Source: an optimization exercise on an open RTL-to-GDS flow (aim: small area, a short achievable clock period and few clock cycles per item). Production flows keep margins and buffers that such runs may drop. Function was checked by simulation only, so behaviour that the tests miss may differ from the original. Power is estimated from default activity; no workload was simulated.

==> flow/design.v <==
package trvp_pkg;
  localparam int MinutesPerDay = 24 * 60;
  localparam int MagW          = 62;
  localparam logic [3:0] ErrNone      = 4'd0;
  localparam logic [3:0] ErrNoTime    = 4'd1;
  localparam logic [3:0] ErrMissing   = 4'd2;
  localparam logic [3:0] ErrNoTerm    = 4'd3;
  localparam logic [3:0] ErrTooLong   = 4'd4;
  localparam logic [3:0] ErrBadMinute = 4'd5;
  localparam logic [3:0] ErrNegCount  = 4'd6;
  localparam logic [3:0] ErrOverflow  = 4'd7;
  localparam logic [3:0] ErrNegPrice  = 4'd8;
endpackage
module trvp_add #(
  parameter int W = 16
) (
  input  logic [W-1:0] a_i,
  input  logic [W-1:0] b_i,
  input  logic         ci_i,
  output logic [W-1:0] s_o,
  output logic         co_o
);
  localparam int L = $clog2(W);
  logic [W-1:0] p, g0;
  logic [W-1:0] g [L+1];
  logic [W-1:0] pp [L+1];
  assign p  = a_i ^ b_i;
  assign g0 = a_i & b_i;
  always_comb begin
    g[0]  = g0;
    pp[0] = p;
    g[0][0] = g0[0] | (p[0] & ci_i);
    for (int l = 0; l < L; l++) begin
      g[l + 1]  = g[l];
      pp[l + 1] = pp[l];
      for (int i = 0; i < W; i++) begin
        if ((i >> l) & 1) begin
          g[l + 1][i]  = g[l][i] | (pp[l][i] & g[l][((i >> l) << l) - 1]);
          pp[l + 1][i] = pp[l][i] & pp[l][((i >> l) << l) - 1];
        end
      end
    end
  end
  assign s_o  = p ^ {g[L][W-2:0], ci_i};
  assign co_o = g[L][W-1];
endmodule
module trvp_por #(
  parameter int W = 64
) (
  input  logic [W-1:0] x_i,
  output logic [W-1:0] o_o
);
  localparam int L = $clog2(W);
  logic [W-1:0] r [L+1];
  always_comb begin
    r[0] = x_i;
    for (int l = 0; l < L; l++) begin
      r[l + 1] = r[l];
      for (int i = 0; i < W; i++) begin
        if ((i >> l) & 1) r[l + 1][i] = r[l][i] | r[l][((i >> l) << l) - 1];
      end
    end
  end
  assign o_o = {r[L][W-2:0], 1'b0};
endmodule
module trade_record_varint_parser (
  input  logic                clk_i,
  input  logic                rst_ni,
  input  logic                in_valid_i,
  output logic                in_stall_o,
  input  logic [8:0]          in_data_i,
  output logic                out_valid_o,
  input  logic                out_stall_i,
  output logic [430:0]        out_data_o,
  input  logic                psel,
  input  logic                penable,
  input  logic                pwrite,
  input  logic [2:0]          paddr,
  input  logic [31:0]         pwdata,
  output logic [31:0]         prdata,
  output logic                pready
);
  localparam int MagW = trvp_pkg::MagW;
  localparam int PTLo = 0;
  localparam int PTHi = 1;
  localparam int PF0  = 2;    
  localparam int PF1  = 3;    
  localparam int PF2  = 4;    
  localparam int PF3  = 5;    
  localparam int PF4  = 6;    
  logic [15:0] rc_q, start_q, prd_q;
  logic        cfg_wr_rc;
  assign pready = 1'b1;
  assign prdata = {16'b0, prd_q};
  assign cfg_wr_rc = psel && penable && pwrite && !paddr[2];
  always_ff @(posedge clk_i or negedge rst_ni) begin
    if (!rst_ni) begin
      rc_q    <= '0;
      start_q <= '0;
    end else if (psel && penable && pwrite) begin
      if (paddr[2]) start_q <= pwdata[15:0];
      else          rc_q    <= pwdata[15:0];
    end
  end
  always_ff @(posedge clk_i) begin
    prd_q <= paddr[2] ? start_q : rc_q;
  end
  logic [8:0] ib_q, sk_q, ib_d;
  logic [6:1] ibpw_q;             
  logic       iborb_q;            
  logic       ib_v_q, sk_v_q;
  logic       accept, take, ib_load;
  assign in_stall_o = sk_v_q;
  assign ib_d       = sk_v_q ? sk_q : in_data_i;
  assign accept     = in_valid_i && !sk_v_q;
  assign ib_load    = !ib_v_q || take;
  always_ff @(posedge clk_i or negedge rst_ni) begin
    if (!rst_ni) begin
      ib_v_q <= 1'b0;
      sk_v_q <= 1'b0;
    end else begin
      if (ib_load) ib_v_q <= sk_v_q || accept;
      sk_v_q <= sk_v_q ? !ib_load : (accept && !ib_load);
    end
  end
  always_ff @(posedge clk_i) begin
    if (ib_load) begin
      ib_q    <= ib_d;
      iborb_q <= |ib_d[7:1];
      for (int k = 1; k < 7; k++) ibpw_q[k] <= |(ib_d[7:1] & ((7'b1 << k) - 7'b1));
    end
    if (!sk_v_q) sk_q <= in_data_i;
  end
  logic [6:0]      ph_q;
  logic [10:0]     minute_q;      
  logic [62:0]     acc_q;         
  logic            sign_q, invar_q;
  logic [8:0]      g_q;           
  logic [8:1]      nzb_q, nzb_d;
  logic [62:0]     f0_q, f3_q;
  logic [MagW-1:0] f1_q, f2_q;
  logic            vneg_q, oneg_q, ovf_q, negp_q, upd_q, upd2_q, cy_q, pz_q;
  logic [62:0]     price_q;       
  logic [15:0]     cnt_q;
  logic            cpi_q, cpz_q;  
  logic            live_q;        
  logic            more_q;        
  logic            ov_q, olast_q, clr_q;
  logic [3:0]      oerr_q;
  logic [16:0]     oabs_q;
  logic [10:0]     omin_q;
  logic [7:0]      b;
  logic            be, cont, first, toolong, live, more, act, vph, fend;
  logic [15:0]     t_word;
  logic [MagW-1:0] acc_nx;
  logic            sign_nx;
  logic [3:0]      err;
  logic            errany, rec_done, res, block, proc, replay, pe_reset;
  logic [31:0]     sum_lo, sum_hi;
  logic            cy_lo;
  logic [63:0]     val, por;
  logic            tbad, ovf;
  logic [15:0]     cnt_inc;
  logic [16:0]     abs_sum;
  logic [15:0]     cnt_inc2;
  assign b       = ib_q[8:1];
  assign be      = ib_q[0];
  assign cont    = b[7];
  assign first   = !invar_q;
  assign toolong = invar_q && g_q[8];
  assign live    = live_q;
  assign more    = more_q;
  assign act     = ib_v_q && live;
  assign vph     = |ph_q[PF4:PF0];
  assign fend    = vph && !toolong && !cont;
  assign t_word  = {b, minute_q[7:0]};
  always_comb begin
    acc_nx[5:0] = clr_q ? 6'b0 : (first ? b[5:0] : acc_q[5:0]);
    for (int j = 1; j <= 8; j++) begin
      acc_nx[6 + 7 * (j - 1) +: 7] = (clr_q || (first && j > 0)) ? 7'b0
                                   : (g_q[j - 1] ? b[6:0] : acc_q[6 + 7 * (j - 1) +: 7]);
    end
  end
  assign sign_nx = !clr_q && (first ? b[6] : sign_q);
  always_comb begin
    err      = trvp_pkg::ErrNone;
    rec_done = 1'b0;
    if (ph_q[PTLo]) begin
      if (be) err = trvp_pkg::ErrNoTime;
    end else if (ph_q[PTHi]) begin
      if (tbad)                                    err = trvp_pkg::ErrBadMinute;
      else if (be)                                 err = trvp_pkg::ErrMissing;
    end else if (toolong) begin
      err = trvp_pkg::ErrTooLong;
    end else if (cont) begin
      if (be) err = trvp_pkg::ErrNoTerm;
    end else if (!ph_q[PF4]) begin
      if (be) err = trvp_pkg::ErrMissing;
    end else if (vneg_q || oneg_q) begin
      err = trvp_pkg::ErrNegCount;
    end else if (ovf_q) begin
      err = trvp_pkg::ErrOverflow;
    end else if (negp_q) begin
      err = trvp_pkg::ErrNegPrice;
    end else begin
      rec_done = 1'b1;
    end
  end
  assign errany   = act && (err != trvp_pkg::ErrNone);
  assign res      = act && (errany || rec_done);
  assign tbad     = t_word >= 16'(trvp_pkg::MinutesPerDay);
  assign block    = (ov_q || clr_q) && (be || (act && (vph || (ph_q[PTHi] && tbad))));
  assign proc     = act && !block;
  assign replay   = rec_done && be && more;
  assign take     = ib_v_q && !block && !(act && replay);
  assign pe_reset = take && be;
  logic [MagW-1:0] por_acc, por_nx;
  logic [6:0]      pw;            
  logic            orb;
  always_comb begin
    for (int i = 0; i < MagW; i++) begin
      if (i < 6) por_acc[i] = |(acc_q[5:0] & ((6'b1 << i) - 6'b1));
      else       por_acc[i] = nzb_q[(i - 6) / 7 + 1]
                            | (|(acc_q[6 + 7 * ((i - 6) / 7) +: 7] & ((7'b1 << ((i - 6) % 7)) - 7'b1)));
    end
  end
  always_comb begin
    pw  = {ibpw_q, 1'b0};
    orb = iborb_q;
    for (int i = 0; i < MagW; i++) begin
      if (first) begin
        por_nx[i] = (i < 6) ? pw[i] : pw[6];
      end else if (i < 6) begin
        por_nx[i] = por_acc[i];
      end else begin
        por_nx[i] = por_acc[i]
                  | (g_q[(i - 6) / 7] & pw[(i - 6) % 7])
                  | ((|(g_q[8:0] & ((9'b1 << ((i - 6) / 7)) - 9'b1))) & orb);
      end
    end
  end
  assign por   = {1'b0, 1'b0, por_nx};
  always_comb begin
    for (int k = 1; k <= 8; k++) begin
      nzb_d[k] = first ? pw[6] : (nzb_q[k] | (orb & (|(g_q & ((9'b1 << (k - 1)) - 9'b1)))));
    end
  end
  assign val   = {2'b00, acc_nx} ^ ({{2{sign_nx & (|por_nx[MagW-1:MagW-1] | acc_nx[MagW-1])}},
                                      {MagW{sign_nx}} & por_nx});
  trvp_add #(.W(32)) u_sum_lo (.a_i(price_q[31:0]), .b_i(f0_q[31:0]), .ci_i(1'b0),
                               .s_o(sum_lo), .co_o(cy_lo));
  trvp_add #(.W(32)) u_sum_hi (.a_i({1'b0, price_q[62:32]}), .b_i({f0_q[62], f0_q[62:32]}),
                               .ci_i(cy_q), .s_o(sum_hi), .co_o());
  assign ovf = !f0_q[62] && sum_hi[31];
  trvp_add #(.W(16)) u_cinc (.a_i(cnt_q), .b_i(16'd1), .ci_i(1'b0), .s_o(cnt_inc), .co_o());
  trvp_add #(.W(16)) u_cinc2 (.a_i(cnt_q), .b_i(16'd2), .ci_i(1'b0), .s_o(cnt_inc2), .co_o());
  trvp_add #(.W(17)) u_abs (.a_i({1'b0, start_q}), .b_i({1'b0, cnt_q}), .ci_i(1'b0),
                            .s_o(abs_sum), .co_o());
  always_ff @(posedge clk_i or negedge rst_ni) begin
    if (!rst_ni) begin
      ph_q     <= 7'b1 << PTLo;
      invar_q  <= 1'b0;
      cnt_q    <= '0;
      cpi_q    <= 1'b0;
      cpz_q    <= 1'b0;
      live_q   <= 1'b0;
      more_q   <= 1'b0;
      upd_q    <= 1'b0;
      upd2_q   <= 1'b0;
      ov_q     <= 1'b0;
      clr_q    <= 1'b0;
      pz_q     <= 1'b1;       
    end else begin
      if (!ov_q) pz_q <= 1'b0;
      if (ov_q && !out_stall_i) begin
        ov_q  <= 1'b0;
        cpi_q <= 1'b0;
        cpz_q <= 1'b0;
        if (cpz_q)      cnt_q <= '0;
        else if (cpi_q) cnt_q <= cnt_inc;
      end
      clr_q <= 1'b0;
      if (clr_q) ov_q <= 1'b1;
      upd_q  <= 1'b0;
      upd2_q <= upd_q;
      if (proc) begin
        if (ph_q[PTLo]) begin
          ph_q <= 7'b1 << PTHi;
        end else if (ph_q[PTHi]) begin
          ph_q    <= 7'b1 << PF0;
          invar_q <= 1'b0;
        end else if (!toolong) begin
          invar_q <= cont;
          if (!cont) ph_q <= ph_q[PF4] ? 7'(1 << PTLo) : (ph_q << 1);
          if (!cont && ph_q[PF0] && !be) upd_q <= 1'b1;
        end
        if (rec_done) begin
          cpi_q  <= 1'b1;
          live_q <= more_q;
          more_q <= more_q && (cnt_inc2 != rc_q);
        end
        if (errany) live_q <= 1'b0;
        if (rec_done) ov_q <= 1'b1;
        if (errany) clr_q <= 1'b1;
      end
      if (pe_reset) begin
        ph_q     <= 7'b1 << PTLo;
        invar_q  <= 1'b0;
        if (proc && res) cpz_q <= 1'b1;
        else             cnt_q <= '0;
        live_q   <= (rc_q != 16'd0);
        more_q   <= (rc_q > 16'd1);
        upd_q    <= 1'b0;
        upd2_q   <= 1'b0;
        pz_q     <= 1'b1;
      end
      if (cfg_wr_rc) begin
        live_q <= (pwdata[15:0] != 16'd0);
        more_q <= (pwdata[15:1] != 15'd0);
      end
    end
  end
  always_ff @(posedge clk_i) begin
    if (proc && ph_q[PTLo]) minute_q[7:0]  <= b;
    if (proc && ph_q[PTHi]) minute_q[10:8] <= b[2:0];
    if (proc && vph && !toolong) begin
      sign_q <= sign_nx;
      g_q    <= first ? 9'b1 : (g_q << 1);
      nzb_q  <= nzb_d;
    end
    if ((proc && vph) || clr_q) acc_q <= (ph_q[PF4] && fend) ? val[62:0] : {1'b0, acc_nx};
    if ((proc && fend && ph_q[PF0]) || clr_q) f0_q <= val[62:0];
    if ((proc && fend && ph_q[PF1]) || clr_q) begin
      f1_q   <= acc_nx;
      vneg_q <= sign_nx && (|acc_nx);
    end
    if ((proc && fend && ph_q[PF2]) || clr_q) begin
      f2_q   <= acc_nx;
      oneg_q <= sign_nx && (|acc_nx);
    end
    if ((proc && fend && ph_q[PF3]) || clr_q) f3_q <= val[62:0];
    if (upd_q) cy_q <= cy_lo;
    if (upd2_q) begin
      ovf_q  <= ovf;
      negp_q <= sum_hi[31];
    end
    if ((pz_q && !ov_q) || clr_q) begin
      price_q <= '0;
    end else begin
      if (upd_q)  price_q[31:0]  <= sum_lo;
      if (upd2_q) price_q[62:32] <= sum_hi[30:0];
    end
    if (proc && res) begin
      oerr_q  <= err;
      olast_q <= !(rec_done && replay);
      oabs_q  <= abs_sum;
      omin_q  <= rec_done ? minute_q : 11'd0;
    end
  end
  assign out_valid_o = ov_q;
  assign out_data_o  = {cnt_q, oabs_q, omin_q, f0_q[62], f0_q, 1'b0, price_q, 1'b0, f1_q,
                        1'b0, f2_q, f3_q[62], f3_q, acc_q[62], acc_q, oerr_q, olast_q};
endmodule
==> flow/flow/run.sh <==
#!/bin/bash
set -euo pipefail
bash standard.sh \
  "BUFFER_PORTS_ARGS=-buffer_cell sky130_fd_sc_hd__buf_1" \
  SETUP_SLACK_MARGIN=6.6 \
  finish > flow_make.log 2>&1
==> flow/standard.sh <==
#!/bin/bash
# synth_recipe.tcl (not shown) runs the flow's synth.tcl, then flattens the netlist and writes it again
# the make line also repeats each setting of config.mk as NAME=value (left out here)
make -C /OpenROAD-flow-scripts/flow DESIGN_CONFIG=/design/flow/config.mk WORK_HOME=/design/flow/orfs CLKGATE_MAP_FILE= SYNTH_SCRIPT=/design/flow/synth_recipe.tcl "${@:-finish}"
==> flow/config.mk <==
export PLATFORM = sky130hd
export DESIGN_NAME = trade_record_varint_parser
export DESIGN_NICKNAME = trade_record_varint_parser
export VERILOG_FILES = /design/flow/design.v
export SDC_FILE = /design/flow/constraint.sdc
export NUM_CORES = 4
export LEC_CHECK = 0
export CAP_MARGIN = 20
export CORE_MARGIN = 2
export CORE_UTILIZATION = 65
export CTS_CLUSTER_DIAMETER = 60
export CTS_CLUSTER_SIZE = 25
export SLEW_MARGIN = 20
==> flow/constraint.sdc <==
create_clock -name core_clock -period 10.0 [get_ports {clk_i}]
set_input_delay 2.0000 -clock core_clock [delete_from_list [all_inputs] [get_ports {clk_i}]]
set_output_delay 2.0000 -clock core_clock [all_outputs]
set_load 0.01 [all_outputs]
==> results by group, run 1 <==
Critical path
  – CP max stage delay: around 650 ps
  – Worst setup path category: register to register
  – Worst Path Required: 10300 ps
  – Critical path peak fanout: 56
  – Critical-path cell list: nand2b_2 > buf_6 > nor2_1 > nor4_1 > nand4_1 > nor4_1 > nor2_1
  – Slowest CP cell: dfrtp_2
  – Crit path launch type: register
  – CP endpoint kind: register
  – CP arrival: between 3000 and 4000 ps

Routing
  – Final WL: about 73 mm
  – Vias per inst: about 6.0
  – Drt first pass iters: 6
  – Post-route DRC: 0
  – Iteration-0 DRC Markers: 1841
  – Antenna Violating Nets Remaining: 0
  – Via count: 18100
  – Wire per inst: between 20 and 25 um

GRT
  – Number of global-route vias before repair: around 17000
  – Total track usage: 0.362
  – Grt total ovfl: 0
  – Largest net degree at the start of global routing: approximately 70
  – Initial antenna violation count: 2
  – Global-route wire length before repair: between 100 and 150 mm

Synth
  – FF+latch count, synth: 550
  – Syn avg cell area: 12.7 sq um
  – Sequential area share after synthesis: 0.611
  – Asr flop ratio synth: 0.122
  – Netlist cell types: 71
  – Cell count after synthesis: slightly below 2000
  – Warnings from Yosys: 10
  – Dominant synthesized flop cell: edfxtp_1
  – Count of flip-flops with a built-in enable after synthesis: 395
  – Synthesized area: ~25000 sq um

Timing
  – Worst slew pin tran: ~1100 ps
  – Final hold viol count: 0
  – Highest Clock Rate: roughly 300 MHz
  – Max Transition Viols Final: 0
  – RSZ-0062 raised after global routing: yes
  – Fin crit share: 0.335
  – Min Tclk post-route: 3350 ps
  – Skew final: 22.2 ps
  – Final Setup Violations: 0
  – Setup TNS: 0 ps
  – Slew margin rel.: 0.289

Die
  – CORE AREA: 37800 sq um
  – Starting density of the core: 0.662
  – Die area: approximately 40000 sq um
  – Top Ports: 517
  – DIE WIDTH: about 200 um
  – Die Y: 200 um
  – Cell row count: 71

Place
  – Final HPWL DP: around 54 mm
  – Routability congestion estimate: approximately 0.95
  – Placement Cell Area: roughly 27000 sq um
  – # port buffers: approximately 480

Finish
  – Share of cells above drive strength 1: 0.0883
  – Nets: approximately 2600
  – Fin area: just under 30000 sq um
  – Filler cells: 2533
  – Diode count: 0
  – P&R area growth vs syn: 15.2%

Clocking
  – Clock Latency Late Sink: between 500 and 600 ps
  – CTS tree: built
  – H-tree depth: 2
  – Num CTS Buffers: 37
  – Hold buffers post-CTS: 0
  – Clk buf depth: 3
  – CTS root buf: clkbuf_16
  – Clock Pin Slew Worst Setup and Hold Paths: about 90 ps
  – Clock sinks: 550

Run status
  – Status: finished clean

Hold path
  – Hold WC Path Type: register to register

Power and ir drop
  – Comb power frac: 0.349
  – P_int: between 5 and 6 mW
  – Peak supply drop: ~0.33 mV
  – Sw power: between 3 and 4 mW
  – Clock power frac: 0.194
  – P_leak: 11.0 nW
  – Sw Ratio: 0.405
  – Flop pwr share: 0.456
  – P per Cell Area: 292 nW/um^2

Run
  – Max-cap violations: 0
[through the flow]
step                std cells  hold slack [ps]  worst slack (ps)  utilization  total power, mW
floorplan                1995              424              6480            -             5.38
global placement         2899              452              5620        0.721             6.61
detailed placement       2900              466              6070        0.721             6.71
CTS                      2978              486              6470        0.759             8.36
global route             2990              501              6540        0.763             8.75
finish                   2990              481              6650        0.763             8.43
[worst max-delay path, delay by kind of cell (launching register included)]
family | cells | cell delay [ps]
flops | 1 | 650
buf+inv | 1 | 370
simple gates | 6 | 2020
[synth_stat cells, types with 29 or more instances]
cell / n / area [sq um]
edfxtp_1: 395 / 11900
nor2_1: 218 / 818
nand2_1: 147 / 552
xnor2_1: 104 / 911
xor2_1: 102 / 893
mux2i_1: 93 / 931
dfxtp_1: 88 / 1760
ha_1: 83 / 1040
a21oi_1: 72 / 360
dfrtp_1: 65 / 1630
mux2_2: 59 / 664
clkbuf_1: 55 / 206
o21ai_0: 46 / 230
inv_1: 41 / 154
a21o_1: 35 / 263
a211oi_1: 29 / 218
[cell families (layout without fill, tap and decap cells)]
logic type               Yosys count  in the layout  share of synthesized area
AO/OA/AOI/OAI                    258            259                     0.0686
XOR/XNOR                         206            206                     0.0720
adder cells (fa/ha/maj)           98             98                     0.0534
buffers and inverters            144            627                     0.0258
flip-flops                       550            550                      0.611
multiplexers                     152            152                     0.0637
other                              2             20                   0.000300
AND/OR/NAND/NOR                  567            567                      0.106
[layer usage]
metal | up-vias | track usage | wire (um) | share of wire
met3 | 195 | 0.0947 | 8390 | 0.11
met4 | 0 | 0.161 | 3740 | 0.051
met1 | 8852 | 0.492 | 28200 | 0.38
li1 | 8042 | - | - | -
met2 | 988 | 0.556 | 33000 | 0.45
met5 | - | 0 | 0 | 0
[state kept, by name, summed over array words and instances, names as in the netlist, 16 cells and up]
register  cells
acc_q        63
f0_q         63
f3_q         63
price_q      63
f1_q         62
f2_q         62
oabs_q       17
cnt_q        16
prd_q        16
rc_q         16
start_q      16
[placed cells by master (no fill, tap or decap), types with 12 or more instances in the layout]
cell type | Yosys | final
a211oi_1 | 29 | 28
a21o_1 | 35 | 30
a21oi_1 | 72 | 68
and2_1 | 23 | 23
buf_1 | 17 | 476
buf_4 | 24 | 33
clkbuf_16 | 0 | 39
conb_1 | 2 | 20
dfrtp_1 | 65 | 60
dfxtp_1 | 88 | 88
edfxtp_1 | 395 | 395
fa_1 | 15 | 14
ha_1 | 83 | 83
inv_1 | 41 | 38
mux2_2 | 59 | 59
mux2i_1 | 93 | 93
nand2_1 | 147 | 147
nand2b_1 | 15 | 13
nand3_1 | 25 | 25
nand4_1 | 12 | 12
nor2_1 | 218 | 217
nor2b_1 | 18 | 18
nor3_1 | 22 | 21
nor4_1 | 27 | 26
o21ai_0 | 46 | 42
xnor2_1 | 104 | 104
xor2_1 | 102 | 100
[worst paths after layout]
kind | from | slack, ps | endpoint | cells past startpoint
setup / recovery | clr_q | 6650 | oneg_q | 7
hold / removal | sk_q[0] | 480 | sk_q[0] | 1
setup reg to reg | clr_q | 6650 | oneg_q | 7
hold reg to reg | sk_q[0] | 480 | sk_q[0] | 1
max in group asynchronous | rst_ni | 7720 | cnt_q[10] | 2
min in group asynchronous | rst_ni | 1620 | sk_v_q | 2
[timing repair]
| item | 4_1_cts | 5_1_grt |
|---|---|---|
| pin swaps | 4 | 12 |
| gates resized for setup | 19 | 19 |
| buffers inserted | 9 | 12 |
| gates cloned | 1 | 0 |
| endpoints found under the setup margin | 323 | 361 |
[power groups by stage]
stage	registers [mW]	logic (mW)	clock network [mW]
4_1_cts	3.84	2.86	1.65
2_1_floorplan	3.98	1.40	0
5_1_grt	3.90	3.12	1.74
3_5_place_dp	3.92	2.78	0
6_report	3.85	2.95	1.64
3_3_place_gp	3.90	2.71	0
[final cells by class]
class	count	area, sq um	share of cell area
clock buffer	46	1010	0.0351
multi-input combinational	1302	9330	0.323
clock inverter	22	272	0.00941
sequential	550	15300	0.530
inverter	41	154	0.00533
tap	511	639	0.0221
timing repair buffer	518	2150	0.0746
Testbench counts, summed over its fixed seeds: cycles 19,190, bytes 19,095.
==> inputs of run 2 (changes only) <==
==> flow/run.sh (new file) <==
#!/bin/bash
# synth_recipe.tcl (not shown) runs the flow's synth.tcl, then flattens the netlist and writes it again
# the make line also repeats each setting of config.mk as NAME=value (left out here)
make -C /OpenROAD-flow-scripts/flow DESIGN_CONFIG=/design/flow/config.mk WORK_HOME=/design/flow/orfs CLKGATE_MAP_FILE= SYNTH_SCRIPT=/design/flow/synth_recipe.tcl finish
--- a/flow/config.mk
+++ b/flow/config.mk
@@ -10,4 +10,5 @@
 export CORE_UTILIZATION = 65
 export CTS_CLUSTER_DIAMETER = 60
 export CTS_CLUSTER_SIZE = 25
+export SETUP_SLACK_MARGIN = 5
 export SLEW_MARGIN = 20
removed: flow/flow/run.sh
removed: flow/standard.sh
==> run 2 against run 1 <==
  * First-iteration DRC count is 12% higher
  * Synthesized area stayed put
  * Setup slack worse by 930 ps
  * Final cell count is 0.64% lower
  * Fmax is 22% lower
  * Critical path type is now input port to register
  * Largest cell class unchanged
==> results by group, run 2 <==
Place
  – Final HPWL DP: around 56 mm
  – Routability congestion estimate: 0.922
  – # port buffers: 478
  – Placed cell count: roughly 2900

Synth
  – Sequential area share after synthesis: 0.611
  – Dominant synthesized flop cell: edfxtp_1
  – Cell with the most instances after synthesis: edfxtp_1
  – Cell count after synthesis: 1977
  – Area leader, netlist: edfxtp_1
  – Commonest cells in the netlist: 395 x edfxtp_1, 218 x nor2_1, 147 x nand2_1
  – Synth top area cells: edfxtp_1 47%, dfxtp_1 7.0%, dfrtp_1 6.5%, ha_1 4.1%, mux2i_1 3.7%
  – Share of the synthesized area in the top cell type: 0.473
  – Warnings from Yosys: 10
  – Synthesized area: around 25000 sq um
  – Asr flop ratio synth: 0.122
  – Netlist cell types: 71
  – FF+latch count, synth: 550
  – Count of flip-flops with a built-in enable after synthesis: 395
  – Syn avg cell area: between 10 and 15 sq um

Clocking
  – Clk buf depth: 3
  – H-tree depth: 2
  – Clock Pin Slew Worst Setup and Hold Paths: approximately 80 ps
  – Resize count post-CTS: 0
  – Clock sinks: 550
  – Clock Latency Late Sink: roughly 600 ps
  – Post-CTS setup buffers: 0
  – Hold buffers post-CTS: 0
  – CTS root buf: clkbuf_16
  – Num CTS Buffers: 37
  – CTS tree: built

Timing
  – Min Hold Slack: around 480 ps
  – Skew final: ~22 ps
  – Max Transition Viols Final: 0
  – Setup TNS: 0 ps
  – Highest Clock Rate: ~230 MHz
  – Fin crit share: 0.427
  – Final hold viol count: 0
  – Min Tclk post-route: roughly 4300 ps
  – RSZ-0062 raised after global routing: no
  – Slew margin rel.: 0.288
  – Worst slew pin tran: about 1100 ps
  – Final Setup Violations: 0

GRT
  – Global-route wire length before repair: 115 mm
  – Number of global-route vias before repair: 18200
  – Largest net degree at the start of global routing: between 60 and 70
  – Initial antenna violation count: 2
  – Grt total ovfl: 0
  – Total track usage: 0.384

Die
  – Cell row count: 71
  – DIE WIDTH: about 200 um
  – Top Ports: approximately 520
  – Die Y: 200 um
  – Die area: 40100 sq um
  – Starting density of the core: 0.662
  – CORE AREA: 37800 sq um

Finish
  – P&R area growth vs syn: 25.8%
  – Multi-input logic area: approximately 9000 sq um
  – Most frequent cells in the layout: 477 x clkdlybuf4s50_1, 395 x edfxtp_1, 218 x nor2_1
  – Most common cell after layout, fill and taps aside: clkdlybuf4s50_1
  – Filler cells: between 2000 and 2500
  – Nets: 2578
  – Layout Cells excl Fill: about 3000
  – Post-layout util: 0.833
  – Register area: around 15000 sq um
  – Share of cells above drive strength 1: 0.0736

Power and ir drop
  – Total Power: ~9 mW
  – P per Cell Area: 287 nW/um^2
  – Peak supply drop: between 0.2 and 0.25 mV
  – P_leak: approximately 12 nW

Routing
  – Iteration-0 DRC Markers: ~2100
  – Final WL: 77.2 mm
  – Antenna Violating Nets Remaining: 0
  – Vias per inst: about 6.2
  – Drt first pass iters: 6
  – Via count: between 15000 and 20000
  – Wire per inst: 26.0 um
  – Post-route DRC: 0

Critical path
  – Crit path launch type: input port
  – Critical path peak fanout: 18
  – Worst Path Required: 10470 ps
  – CP arrival: around 4700 ps
  – Worst setup path category: input port to register
  – CP endpoint kind: register

Hold path
  – Hold WC Path Type: register to register

Run status
  – Status: finished clean

Run
  – Max-cap violations: 0
## run 2: worst paths after layout
kind	start	endpoint	slack, ps	depth (start not counted)
setup / recovery	paddr[2]	start_q[10]	5730	3
hold / removal	sk_q[8]	sk_q[8]	480	1
setup reg to reg	ib_q[2]	f1_q[35]	5900	9
hold reg to reg	sk_q[8]	sk_q[8]	480	1
max in group asynchronous	rst_ni	cnt_q[10]	7810	2
min in group asynchronous	rst_ni	invar_q	1600	2
## run 2: metal layers
metal	GRT usage	wire length, um	up-vias
met3	0.105	9890	269
met5	0	0	-
met4	0.197	4620	0
met1	0.500	27900	9028
li1	-	-	7989
met2	0.597	34800	1242
## run 2: area by class of cell
type	instances	share of cell area
antenna	2	0.000159
clock buffer	40	0.0311
clock inverter	28	0.00952
inverter	41	0.00488
multi-input combinational	1301	0.292
sequential	550	0.485
tap	511	0.0203
timing repair buffer	498	0.156
## run 2: logic make-up after synthesis
logic type,share of synthesized area
and+or+nand+nor,0.106
DFF,0.611
AOI/OAI and AO/OA,0.0686
xor gates and xnor gates,0.0720
muxes,0.0637
buffers and inverters,0.0258
adders and majority gates,0.0534
other,0.000300
## run 2: power breakdown
group	internal [mW]	total (mW)	switching [mW]
combinational	1.34	3.48	2.14
clock	0.806	1.66	0.854
sequential	3.44	3.92	0.479
total	5.59	9.06	3.47
## run 2: through the flow
step                      setup WS (ps)  area [sq um]
after floorplan                    5700         25100
after global placement             4790         30200
after detailed placement           5120         30200
after CTS                          5770         31500
after global routing               5570         31500
final                              5730         31500
## run 2: critical path, stage by stage
cell and delay (ps):
clkdlybuf4s50_1 1070, nand4_1 1040, mux2_2 620
==> inputs of run 3 (changes only) <==
--- a/flow/design.v
+++ b/flow/design.v
@@ -216,6 +216,7 @@
   assign pe_reset = take && be;
   logic [MagW-1:0] por_acc, por_nx;
   logic [6:0]      pw;            
+  logic            nz_nx;
   logic            orb;
   always_comb begin
     for (int i = 0; i < MagW; i++) begin
@@ -245,8 +246,8 @@
       nzb_d[k] = first ? pw[6] : (nzb_q[k] | (orb & (|(g_q & ((9'b1 << (k - 1)) - 9'b1)))));
     end
   end
-  assign val   = {2'b00, acc_nx} ^ ({{2{sign_nx & (|por_nx[MagW-1:MagW-1] | acc_nx[MagW-1])}},
-                                      {MagW{sign_nx}} & por_nx});
+  assign nz_nx = por_nx[MagW-1] | acc_nx[MagW-1];    
+  assign val   = {2'b00, acc_nx} ^ ({{2{sign_nx & nz_nx}}, {MagW{sign_nx}} & por_nx});
   trvp_add #(.W(32)) u_sum_lo (.a_i(price_q[31:0]), .b_i(f0_q[31:0]), .ci_i(1'b0),
                                .s_o(sum_lo), .co_o(cy_lo));
   trvp_add #(.W(32)) u_sum_hi (.a_i({1'b0, price_q[62:32]}), .b_i({f0_q[62], f0_q[62:32]}),
@@ -332,11 +333,11 @@
     if ((proc && fend && ph_q[PF0]) || clr_q) f0_q <= val[62:0];
     if ((proc && fend && ph_q[PF1]) || clr_q) begin
       f1_q   <= acc_nx;
-      vneg_q <= sign_nx && (|acc_nx);
+      vneg_q <= sign_nx && nz_nx;
     end
     if ((proc && fend && ph_q[PF2]) || clr_q) begin
       f2_q   <= acc_nx;
-      oneg_q <= sign_nx && (|acc_nx);
+      oneg_q <= sign_nx && nz_nx;
     end
     if ((proc && fend && ph_q[PF3]) || clr_q) f3_q <= val[62:0];
     if (upd_q) cy_q <= cy_lo;
==> flow/flow/run.sh (new file) <==
#!/bin/bash
set -euo pipefail
bash standard.sh \
  "BUFFER_PORTS_ARGS=-buffer_cell sky130_fd_sc_hd__buf_1" \
  SETUP_SLACK_MARGIN=6.6 \
  finish > flow_make.log 2>&1
==> flow/standard.sh (new file) <==
#!/bin/bash
# synth_recipe.tcl (not shown) runs the flow's synth.tcl, then flattens the netlist and writes it again
# the make line also repeats each setting of config.mk as NAME=value (left out here)
make -C /OpenROAD-flow-scripts/flow DESIGN_CONFIG=/design/flow/config.mk WORK_HOME=/design/flow/orfs CLKGATE_MAP_FILE= SYNTH_SCRIPT=/design/flow/synth_recipe.tcl "${@:-finish}"
--- a/flow/config.mk
+++ b/flow/config.mk
@@ -10,5 +10,4 @@
 export CORE_UTILIZATION = 65
 export CTS_CLUSTER_DIAMETER = 60
 export CTS_CLUSTER_SIZE = 25
-export SETUP_SLACK_MARGIN = 5
 export SLEW_MARGIN = 20
removed: flow/run.sh
==> run 3 against run 2 <==
  * Critical path depth is 2 lower
  * Count of clock-buffer cells in the layout rose by 1
  * Sequential share of layout area up 4.9 points
  * Routed wire length shrank 7.6%
  * Sequential power about the same
  * Power fell by 8.5%
  * Final area shrank 9.2%
  * Die area shrank 0.29%
  * Worst hold slack gained 12 ps
  * Setup slack better by 930 ps
  * Via count decreased by 2.8%
  * Critical endpoint is now out_data_o[384]
  * Largest power group unchanged
  * Highest routed layer is now met5
==> results by group, run 3 <==
Power and ir drop
  – P_leak: around 11 nW
  – Peak supply drop: 0.246 mV
  – Total Power: between 8 and 9 mW
  – P per Cell Area: 290 nW/um^2

Synth
  – Cell count after synthesis: just over 2000
  – Warnings from Yosys: 10
  – Synth top area cells: edfxtp_1 47%, dfxtp_1 7.1%, dfrtp_1 6.5%, ha_1 4.2%, mux2i_1 3.8%
  – FF+latch count, synth: 550
  – Dominant synthesized flop cell: edfxtp_1
  – Area leader, netlist: edfxtp_1
  – Commonest cells in the netlist: 395 x edfxtp_1, 234 x nor2_1, 186 x nand2_1
  – Cell with the most instances after synthesis: edfxtp_1
  – Synthesized area: about 25000 sq um
  – Netlist cell types: 67
  – Count of flip-flops with a built-in enable after synthesis: 395
  – Asr flop ratio synth: 0.122
  – Share of the synthesized area in the top cell type: 0.475
  – Sequential area share after synthesis: 0.612
  – Syn avg cell area: about 12 sq um

Place
  – Placement Cell Area: 27200 sq um
  – # port buffers: between 400 and 500
  – Placed cell count: between 2000 and 3000
  – Final HPWL DP: around 50 mm
  – Routability congestion estimate: about 1

Critical path
  – CP Buf/Inv Count: 1
  – CP endpoint kind: output port
  – Slowest CP cell: edfxtp_1
  – CP max stage delay: 480 ps
  – Worst Path Required: 8000 ps
  – Critical path peak fanout: 2
  – Worst setup path category: register to output port
  – Crit path launch type: register
  – Critical-path cell list: buf_1
  – CP top delay family: flip-flops
  – CP arrival: 1350 ps

Timing
  – Highest Clock Rate: around 300 MHz
  – Final Setup Violations: 0
  – Min Tclk post-route: ~3300 ps
  – Skew final: ~17 ps
  – Setup TNS: 0 ps
  – RSZ-0062 raised after global routing: no
  – Max Transition Viols Final: 0
  – Fin crit share: 0.335
  – Worst slew pin tran: 1130 ps
  – Final hold viol count: 0
  – Min Hold Slack: between 400 and 500 ps
  – Slew margin rel.: 0.247

Finish
  – Share of cells above drive strength 1: 0.0705
  – Most frequent cells in the layout: 476 x buf_1, 395 x edfxtp_1, 234 x nor2_1
  – P&R area growth vs syn: 14.6%
  – Layout Cells excl Fill: around 3000
  – Diode count: 0
  – Most common cell after layout, fill and taps aside: buf_1
  – Fin area: ~29000 sq um
  – Nets: approximately 2600

Die
  – CORE AREA: 37800 sq um
  – Starting density of the core: 0.662
  – Die Y: 200 um
  – Top Ports: roughly 520
  – Die area: between 40000 and 50000 sq um
  – Cell row count: 71
  – DIE WIDTH: around 200 um

Clocking
  – Clock Pin Slew Worst Setup and Hold Paths: 80 ps
  – Hold buffers post-CTS: 0
  – Clock sinks: 550
  – Clk buf depth: 3
  – H-tree depth: 2
  – Num CTS Buffers: 38
  – Clock Latency Late Sink: a little under 600 ps
  – CTS tree: built
  – CTS root buf: clkbuf_16

Routing
  – Iteration-0 DRC Markers: between 1000 and 1500
  – Vias per inst: between 5 and 6
  – Drt first pass iters: 6
  – Via count: 18000
  – Antenna Violating Nets Remaining: 0
  – Final WL: just over 70 mm
  – Wire per inst: about 24 um
  – Post-route DRC: 0

Hold path
  – Hold WC Path Type: register to register

GRT
  – Global-route wire length before repair: 103 mm
  – Initial antenna violation count: 1
  – Largest net degree at the start of global routing: a little under 70
  – Number of global-route vias before repair: 16800
  – Total track usage: 0.350
  – Grt total ovfl: 0

Run status
  – Status: finished clean

Run
  – Max-cap violations: 0
-- run 3: changes by cell type after synthesis, sizes merged, moves of 5 or more --
cell / before / now
nor2: 218 / 235
a21oi: 72 / 82
nor4: 28 / 13
inv: 41 / 47
nor3: 22 / 27
a21o: 35 / 30
nand2: 147 / 186
mux2: 59 / 43
-- run 3: per-layer routing --
metal,routed length [um],GRT usage
met4,3690,0.169
met3,7900,0.0709
met1,28200,0.491
met2,31500,0.529
met5,11,0
-- run 3: cell families after synthesis --
kind of cell / Yosys count / share of synthesized area
AOI/OAI and AO/OA: 259 / 0.0678
DFF: 550 / 0.612
and+or+nand+nor: 611 / 0.110
xor gates and xnor gates: 206 / 0.0722
muxes: 137 / 0.0570
other: 2 / 0.000301
buffers and inverters: 149 / 0.0266
adders and majority gates: 98 / 0.0536
-- run 3: path summary, 6_finish.rpt --
path	from	end	slack, ps	depth (start not counted)
min reg2reg	price_q[62]	price_q[62]	490	2
max in group asynchronous	rst_ni	cnt_q[2]	7740	2
min	price_q[62]	price_q[62]	490	2
max reg2reg	f0_q[32]	negp_q	6740	14
min in group asynchronous	rst_ni	sk_v_q	1610	2
max	f0_q[61]	out_data_o[384]	6650	1
-- run 3: repair_timing --
action,4_1_cts,5_1_grt
setup endpoints to repair,51,43
pin swaps,1,4
gates resized for setup,11,11
buffers inserted,6,3
hold endpoints to repair,0,0
-- run 3: layout make-up --
class                      count  area [sq um]
clock buffer                  41           983
clock inverter                28           315
fill                        2612          9120
inverter                      47           176
multi-input combinational   1331          9240
sequential                   550         15300
tap                          511           639
timing repair buffer         501          1970
-- run 3: where the power goes --
part | internal, mW | total (mW) | switching, mW
Combinational | 0.764 | 2.74 | 1.97
Sequential | 3.41 | 3.89 | 0.479
Clock | 0.828 | 1.67 | 0.842
Total | 5.00 | 8.30 | 3.30
-- run 3: per-stage QoR --
step,worst slack (ps),util
after floorplan,6480,-
after global placement,5460,0.720
after detailed placement,5390,0.720
after CTS,6610,0.756
after global routing,6590,0.758
final,6650,0.758
Testbench counts of run 3, summed over its fixed seeds: cycles 19,190, bytes 19,095.
==> inputs of run 4 (changes only) <==
==> flow/flow/run.sh (replaced) <==
#!/bin/bash
set -euo pipefail
bash standard.sh \
  "BUFFER_PORTS_ARGS=-buffer_cell sky130_fd_sc_hd__buf_1" \
  SETUP_SLACK_MARGIN=6.6 \
  "CTS_ARGS=-sink_clustering_enable -repair_clock_nets -sink_clustering_size 25 -sink_clustering_max_diameter 60 -dont_use_dummy_load" \
  finish > flow_make.log 2>&1
==> run 4 against run 3 <==
  * Setup slack worse by 11 ps
  * Sequential power about the same
  * First-iteration DRC count up 4.8%
  * Highest routed layer is now met4
  * Global-route usage hardly changed
  * Critical endpoint unchanged
  * Sequential cell count unchanged
  * Power down 3.2%
  * Combinational power about the same
  * Worst hold slack got worse by 18 ps
  * Die area did not move
  * Via count down 0.69%
  * Synthesized area unchanged
  * Core utilization down 0.87 points
==> results by group, run 4 <==
Place
  – # port buffers: 478
  – Final HPWL DP: about 51 mm
  – Placed cell count: 2931
  – DP Worst Slack: approximately 5400 ps
  – Placement Cell Area: 27200 sq um
  – Routability congestion estimate: between 0.9 and 1

Finish
  – Layout Cells excl Fill: between 2000 and 3000
  – Fin area: 28300 sq um
  – P&R area growth vs syn: 13.3%
  – Post-layout util: 0.750
  – Most common cell after layout, fill and taps aside: buf_1
  – Register area: about 15000 sq um
  – Nets: around 2600
  – Filler cells: 2662
  – Share of cells above drive strength 1: 0.0616
  – Most frequent cells in the layout: 476 x buf_1, 395 x edfxtp_1, 234 x nor2_1
  – Multi-input logic area: ~9200 sq um

GRT
  – Grt total ovfl: 0
  – Global-route wire length before repair: approximately 100 mm
  – Number of global-route vias before repair: 16800
  – Initial antenna violation count: 0
  – Largest net degree at the start of global routing: 68
  – Total track usage: 0.350

Clocking
  – Clock sinks: 550
  – H-tree depth: 2
  – Clock Pin Slew Worst Setup and Hold Paths: approximately 70 ps
  – CTS root buf: clkbuf_16
  – Clk buf depth: 3
  – Num CTS Buffers: 38
  – Hold buffers post-CTS: 0
  – CTS tree: built
  – Clock Latency Late Sink: around 580 ps

Power and ir drop
  – Total Power: 8.03 mW
  – Peak supply drop: about 0.24 mV
  – P_int: 4.85 mW
  – Comb power frac: 0.342
  – Sw Ratio: 0.396
  – Clock power frac: 0.174
  – Flop pwr share: 0.484
  – P_leak: about 11 nW
  – P per Cell Area: approximately 280 nW/um^2
  – Sw power: about 3.2 mW

Timing
  – Min Hold Slack: between 400 and 500 ps
  – Final setup margin: around 6600 ps
  – Setup TNS: 0 ps
  – RSZ-0062 raised after global routing: no
  – Final hold viol count: 0
  – Final Setup Violations: 0
  – Slew margin rel.: 0.248
  – Skew final: roughly 49 ps
  – Max Transition Viols Final: 0
  – Fin crit share: 0.336
  – Highest Clock Rate: 298 MHz
  – Worst slew pin tran: approximately 1100 ps
  – Min Tclk post-route: between 3000 and 4000 ps

Routing
  – Wire per inst: roughly 24 um
  – Vias per inst: approximately 6
  – Post-route DRC: 0
  – Antenna Violating Nets Remaining: 0
  – Iteration-0 DRC Markers: around 1500
  – Final WL: slightly above 70 mm
  – Via count: about 18000
  – Drt first pass iters: 5

Synth
  – Synthesized area: 25000 sq um
  – Share of the synthesized area in the top cell type: 0.475
  – Sequential area share after synthesis: 0.612
  – FF+latch count, synth: 550
  – Cell with the most instances after synthesis: edfxtp_1
  – Netlist cell types: between 60 and 70
  – Synth top area cells: edfxtp_1 47%, dfxtp_1 7.1%, dfrtp_1 6.5%, ha_1 4.2%, mux2i_1 3.8%
  – Mux share of post-synthesis cell area: 0.0570
  – Cell count after synthesis: roughly 2000
  – Syn avg cell area: between 10 and 15 sq um
  – Post-Synth Simple-Gate Area: 0.110
  – Dominant synthesized flop cell: edfxtp_1
  – Count of flip-flops with a built-in enable after synthesis: 395
  – Commonest cells in the netlist: 395 x edfxtp_1, 234 x nor2_1, 186 x nand2_1
  – Asr flop ratio synth: 0.122
  – Compound-cell area share of the yosys netlist: 0.0678
  – Largest family of logic cells by synthesized area: simple AND/OR/NAND/NOR gates
  – Xor/xnor cell area share of the yosys netlist: 0.0722
  – Warnings from Yosys: 10
  – Area leader, netlist: edfxtp_1
  – Synth Area in Adders: 0.0536

Run status
  – Status: finished clean

Die
  – CORE AREA: 37800 sq um
  – Die area: 40000 sq um
  – Starting density of the core: 0.662
  – Top Ports: roughly 520
  – Die Y: 200 um
  – DIE WIDTH: around 200 um
  – Cell row count: 71

Critical path
  – Crit path launch type: register
  – CP top delay family: flip-flops
  – Worst setup path category: register to output port
  – Critical-path cell list: buf_1
  – CP endpoint kind: output port
  – Worst Path Required: approximately 8000 ps
  – CP max stage delay: around 480 ps
  – Critical path peak fanout: 2
  – CP arrival: 1360 ps
  – CP Buf/Inv Count: 1
  – Slowest CP cell: edfxtp_1

Run
  – Max-cap violations: 0

Hold path
  – Hold WC Path Type: register to register
run 4: cell count changes in the layout (fill, tap and decap cells not counted), moves of 2 or more:
| cell | delta |
|---|---|
| clkbuf_1 | -2 |
| clkinv_4 | -5 |
| clkinv_8 | -2 |
| bufinv_16 | -3 |
| clkinv_1 | -3 |
| clkinvlp_4 | -2 |
| inv_6 | -9 |
| buf_4 | +2 |
| inv_8 | -2 |
run 4: worst paths after layout:
kind                          start  cells past startpoint  slack [ps]         endpoint
min in group asynchronous    rst_ni                      2        1620           ib_v_q
min reg2reg                 sk_q[8]                      1         470          sk_q[8]
max in group asynchronous    rst_ni                      2        7750         cnt_q[4]
min                         sk_q[8]                      1         470          sk_q[8]
max reg2reg                  g_q[4]                      7        6750         f3_q[60]
max                        f0_q[61]                      1        6640  out_data_o[384]
run 4: area by class of cell:
cell class,count,area share
Timing Repair Buffer,503,0.0702
Antenna cell,1,0.0000884
Inverter,47,0.00623
Sequential cell,550,0.541
Clock buffer,38,0.0336
Multi-Input combinational cell,1331,0.326
Tap cell,511,0.0226
run 4: cells by family (layout without fill, tap and decap cells):
logic type               Yosys count  count (layout)
other                              2              21
buffers and inverters            149             588
AND/OR/NAND/NOR                  611             611
multiplexers                     137             137
adder cells (fa/ha/maj)           98              98
XOR/XNOR                         206             206
flip-flops                       550             550
AO/OA/AOI/OAI                    259             259
run 4: timing repair:
| item | 4_1_cts | 5_1_grt |
|---|---|---|
| setup endpoints to repair | 50 | 44 |
| resized for setup | 10 | 12 |
| endpoints found under the hold margin | 0 | 0 |
| buffers inserted | 5 | 6 |
| pin swaps | 2 | 4 |
run 4: power groups by stage:
stage	logic [mW]	registers, mW	clock network (mW)
after floorplan	1.37	3.97	0
after global placement	2.55	3.93	0
after detailed placement	2.62	3.95	0
after CTS	2.66	3.89	1.41
after global routing	2.93	3.94	1.47
final	2.75	3.89	1.40
run 4: per-layer routing:
metal | share of wire | global-route usage | up-vias
met2 | 0.44 | 0.528 | 919
met1 | 0.40 | 0.486 | 8739
met4 | 0.053 | 0.172 | 0
li1 | - | - | 8034
met5 | 0 | 0 | -
met3 | 0.11 | 0.0778 | 195

re-timing with driven ports:
The results above use ideal ports. As a check the final layouts listed here were re-extracted and re-timed, cells and wires unchanged. Step 1: set_driving_cell puts a clkbuf_16 on clk_i and a buf_2 on each other input, an assumption about the parent block. Step 2 adds t to the input delays and takes it off the output delays; t is the mean of the earliest and latest rising clock arrival at the registers after step 1. Input paths then give back, and output paths get back, about the clock's delay inside the block. a / b / c = ideal / step 1 / step 2; a / b = the first two.
run	t (ns)	setup slack, ns	worst setup path after step 2	slew at the worst register clock pin (ns)	cell pins on the clock port's net
run 1	0.626	6.652 / 6.618 / 6.155	input to register	0.10 / 0.10	1
run 2	0.639	5.726 / 5.746 / 5.107	input to register	0.09 / 0.09	1
run 3	0.629	6.653 / 6.593 / 6.284	input to register	0.09 / 0.09	1
run 4	0.611	6.642 / 6.584 / 6.268	input to register	0.09 / 0.09	1
After both steps every run listed still meets setup and hold. For run 2, which loses most, drivers alone change the setup slack by +0.020 ns; drivers and shift together by -0.619 ns.
